Background: an optimization exercise with open tools, aiming at small area, a short achievable clock period and few clock cycles per item. Do not read the settings as production practice.
Power figures rest on the tool's default switching activity, not on a simulated workload.

==> v37 <==
## matrix_rotate_clockwise_core
module matrix_rotate_clockwise_core (
    input  wire logic                  i_clk,
    input  wire logic                  i_rst_n,
    input  wire logic                  i_cfg_valid,
    output logic                       o_cfg_ready,
    input  wire logic [3:0]            i_cfg_matrix_dim,
    input  wire logic                  i_elem_valid,
    output logic                       o_elem_ready,
    input  wire logic [31:0]           i_elem_element_in,
    output logic                       o_rot_valid,
    input  wire logic                  i_rot_ready,
    output logic [31:0]                o_rot_element_out,
    output logic                       o_rot_last_of_matrix
);
clock: 5.0 ns
lec_check: 0
cap_margin: 20
core_margin: 2
core_utilization: 55
place_density: 0.7
slew_margin: 20
synth_hierarchical: 1
synth_minimum_keep_size: 0
run.sh (not shown) runs the stock make flow with config.mk's settings and CLKGATE_MAP_FILE= SYNTH_SCRIPT=/design/flow/synth_recipe.tcl, a recipe that flattens the netlist after the stock synthesis.
==> inputs of v6, as changes to v37 <==
--- a/flow/design.v
+++ b/flow/design.v
@@ -1,34 +1,7 @@
-`default_nettype none
-module mrc_rd_aoi (
-    input  wire logic [31:0] i_a,
-    input  wire logic        i_sa,
-    input  wire logic [31:0] i_b,
-    input  wire logic        i_sb,
-    output logic      [31:0] o_y
-);
-    assign o_y = ~((i_a & {32{i_sa}}) | (i_b & {32{i_sb}}));
-endmodule
-module mrc_rd_nand4 (
-    input  wire logic [31:0] i_x0,
-    input  wire logic [31:0] i_x1,
-    input  wire logic [31:0] i_x2,
-    input  wire logic [31:0] i_x3,
-    output logic      [31:0] o_y
-);
-    assign o_y = ~(i_x0 & i_x1 & i_x2 & i_x3);
-endmodule
-module mrc_rd_nor2 (
-    input  wire logic [31:0] i_x0,
-    input  wire logic [31:0] i_x1,
-    output logic      [31:0] o_y
-);
-    assign o_y = ~(i_x0 | i_x1);
-endmodule
-`default_nettype wire
 `default_nettype none
 module matrix_rotate_clockwise_core (
     input  wire logic                  i_clk,
     input  wire logic                  i_rst_n,
     input  wire logic                  i_cfg_valid,
     output logic                       o_cfg_ready,
     input  wire logic [3:0]            i_cfg_matrix_dim,
@@ -46,15 +19,14 @@
     logic [5:0]  r_waddr;
     logic [2:0]  r_wrow;
     logic [2:0]  r_wcol;
     logic        r_wwrap;    
     logic        r_wlast;    
     logic        r_rv;       
     logic [5:0]  r_raddr;
-    logic [63:0] r_rsel;     
     logic [2:0]  r_rrow;
     logic [2:0]  r_rcol;
     logic        r_rwrap;
     logic        r_rlast;
     logic [6:0]  r_gap;      
     logic        r_ready;
     logic        r_ovalid;
@@ -136,15 +108,14 @@
             r_waddr <= 6'd0;
             r_wrow  <= 3'd0;
             r_wcol  <= 3'd0;
             r_wwrap <= i_rst_n ? (c_cfg_dm1 == 3'd0) : 1'b0;
             r_wlast <= i_rst_n ? (c_cfg_dm1 == 3'd0) : 1'b0;
             r_rv    <= 1'b0;
             r_raddr <= {(i_rst_n ? c_cfg_dm1 : 3'd2), 3'd0};
-            r_rsel  <= 64'd1 << {(i_rst_n ? c_cfg_dm1 : 3'd2), 3'd0};
             r_rrow  <= 3'd0;
             r_rcol  <= 3'd0;
             r_rwrap <= i_rst_n ? (c_cfg_dm1 == 3'd0) : 1'b0;
             r_rlast <= i_rst_n ? (c_cfg_dm1 == 3'd0) : 1'b0;
             r_gap   <= 7'd0;
             r_ready <= 1'b1;
         end else begin
@@ -156,15 +127,14 @@
                 r_wrow  <= c_wrow;
                 r_wcol  <= c_wcol;
                 r_wwrap <= c_wwrap;
                 r_wlast <= c_wlast;
             end
             if (w_re) begin
                 r_raddr <= c_raddr;
-                r_rsel  <= 64'd1 << c_raddr;
                 r_rrow  <= c_rrow;
                 r_rcol  <= c_rcol;
                 r_rwrap <= c_rwrap;
                 r_rlast <= c_rlast;
             end
             if (r_rv) begin
                 if (w_re & r_rlast) begin
@@ -182,50 +152,23 @@
             end else begin
                 r_rv    <= w_complete;
                 r_gap   <= {6'd0, w_re};
                 r_ready <= !w_complete | w_re;
             end
         end
     end
-    logic [31:0] w_rd_l1 [32];
-    logic [31:0] w_rd_l2 [8];
-    logic [31:0] w_rd_l3 [4];
+    logic [63:0] w_rsel;
     logic [31:0] w_rdata;
-    for (genvar g = 0; g < 32; g++) begin : g_rd_l1
-        mrc_rd_aoi u_aoi (
-            .i_a  (r_mem[2*g]),
-            .i_sa (r_rsel[2*g]),
-            .i_b  (r_mem[2*g+1]),
-            .i_sb (r_rsel[2*g+1]),
-            .o_y  (w_rd_l1[g])
-        );
+    always_comb begin
+        w_rsel  = 64'd1 << r_raddr;
+        w_rdata = '0;
+        for (int i = 0; i < 64; i++) begin
+            w_rdata = w_rdata | (r_mem[i] & {32{w_rsel[i]}});
+        end
     end
-    for (genvar g = 0; g < 8; g++) begin : g_rd_l2
-        mrc_rd_nand4 u_nand (
-            .i_x0 (w_rd_l1[4*g]),
-            .i_x1 (w_rd_l1[4*g+1]),
-            .i_x2 (w_rd_l1[4*g+2]),
-            .i_x3 (w_rd_l1[4*g+3]),
-            .o_y  (w_rd_l2[g])
-        );
-    end
-    for (genvar g = 0; g < 4; g++) begin : g_rd_l3
-        mrc_rd_nor2 u_nor (
-            .i_x0 (w_rd_l2[2*g]),
-            .i_x1 (w_rd_l2[2*g+1]),
-            .o_y  (w_rd_l3[g])
-        );
-    end
-    mrc_rd_nand4 u_rd_l4 (
-        .i_x0 (w_rd_l3[0]),
-        .i_x1 (w_rd_l3[1]),
-        .i_x2 (w_rd_l3[2]),
-        .i_x3 (w_rd_l3[3]),
-        .o_y  (w_rdata)
-    );
     always_ff @(posedge i_clk) begin
         if (w_we) begin
             r_mem[r_waddr] <= i_elem_element_in;
         end
         if (w_re) begin
             r_odata <= w_rdata;
             r_olast <= r_rv & r_rlast;
==> flow/config.mk (replaced) <==
export PLATFORM = sky130hd
export DESIGN_NAME = matrix_rotate_clockwise_core
export DESIGN_NICKNAME = matrix_rotate_clockwise_core
export VERILOG_FILES = /design/flow/design.v
export SDC_FILE = /design/flow/constraint.sdc
export NUM_CORES = 4
export LEC_CHECK = 0
export CAP_MARGIN = 20
export CORE_MARGIN = 2
export CORE_UTILIZATION = 40
export PLACE_DENSITY = 0.6
export SLEW_MARGIN = 20
==> summary of the runs <==
In v37 the clock skew is lower than in v6, by 0.023 ns.
Synthesized cell count: v37 is smaller than v6 (about 1.4%).
Between v6 and v37, the lower combinational power is in v6 (gap about 28%, measured against v37).
Design area: v37 is smaller than v6 (about 1.5%).
In v37 the utilization is higher than in v6, by 15 points.
Via count: v6 is larger than v37 (about 4.7%).
Against v37, the global-route usage of v6 is lower by 2.2 points.
No run of this note included a check of the RTL's function; only the layout flow was run.

afterwards: timing with drivers on the ports:
Ports are ideal in the flow. The routed layouts listed here were re-timed in OpenROAD. Step 1, drivers: a clkbuf_16 drives i_clk and a buf_2 each remaining input, both assumed. Step 2 times the ports against the registers' clock, not the clock port: input delays grow and output delays shrink by t, the midpoint of the rising clock arrivals with the driver on. a / b / c = no drivers / after step 1 / after step 2; a / b = the first two.
| run | t, ns | setup WS [ns] | hold slack, ns | clock arrival spread, ns | worst register clock-pin slew, ns |
|---|---|---|---|---|---|
| v37 | 0.905 | 0.893 / 0.893 / 0.746 | 0.469 / 0.469 / 0.469 | 0.037 / 0.036 | 0.07 / 0.07 |
| v6 | 0.933 | 1.069 / 1.069 / 0.802 | 0.470 / 0.455 / 0.470 | 0.057 / 0.058 | 0.07 / 0.07 |
After both steps every run listed still meets setup and hold. For v6, which loses most, drivers alone change the setup slack by 0.000 ns; drivers and shift together by -0.267 ns.
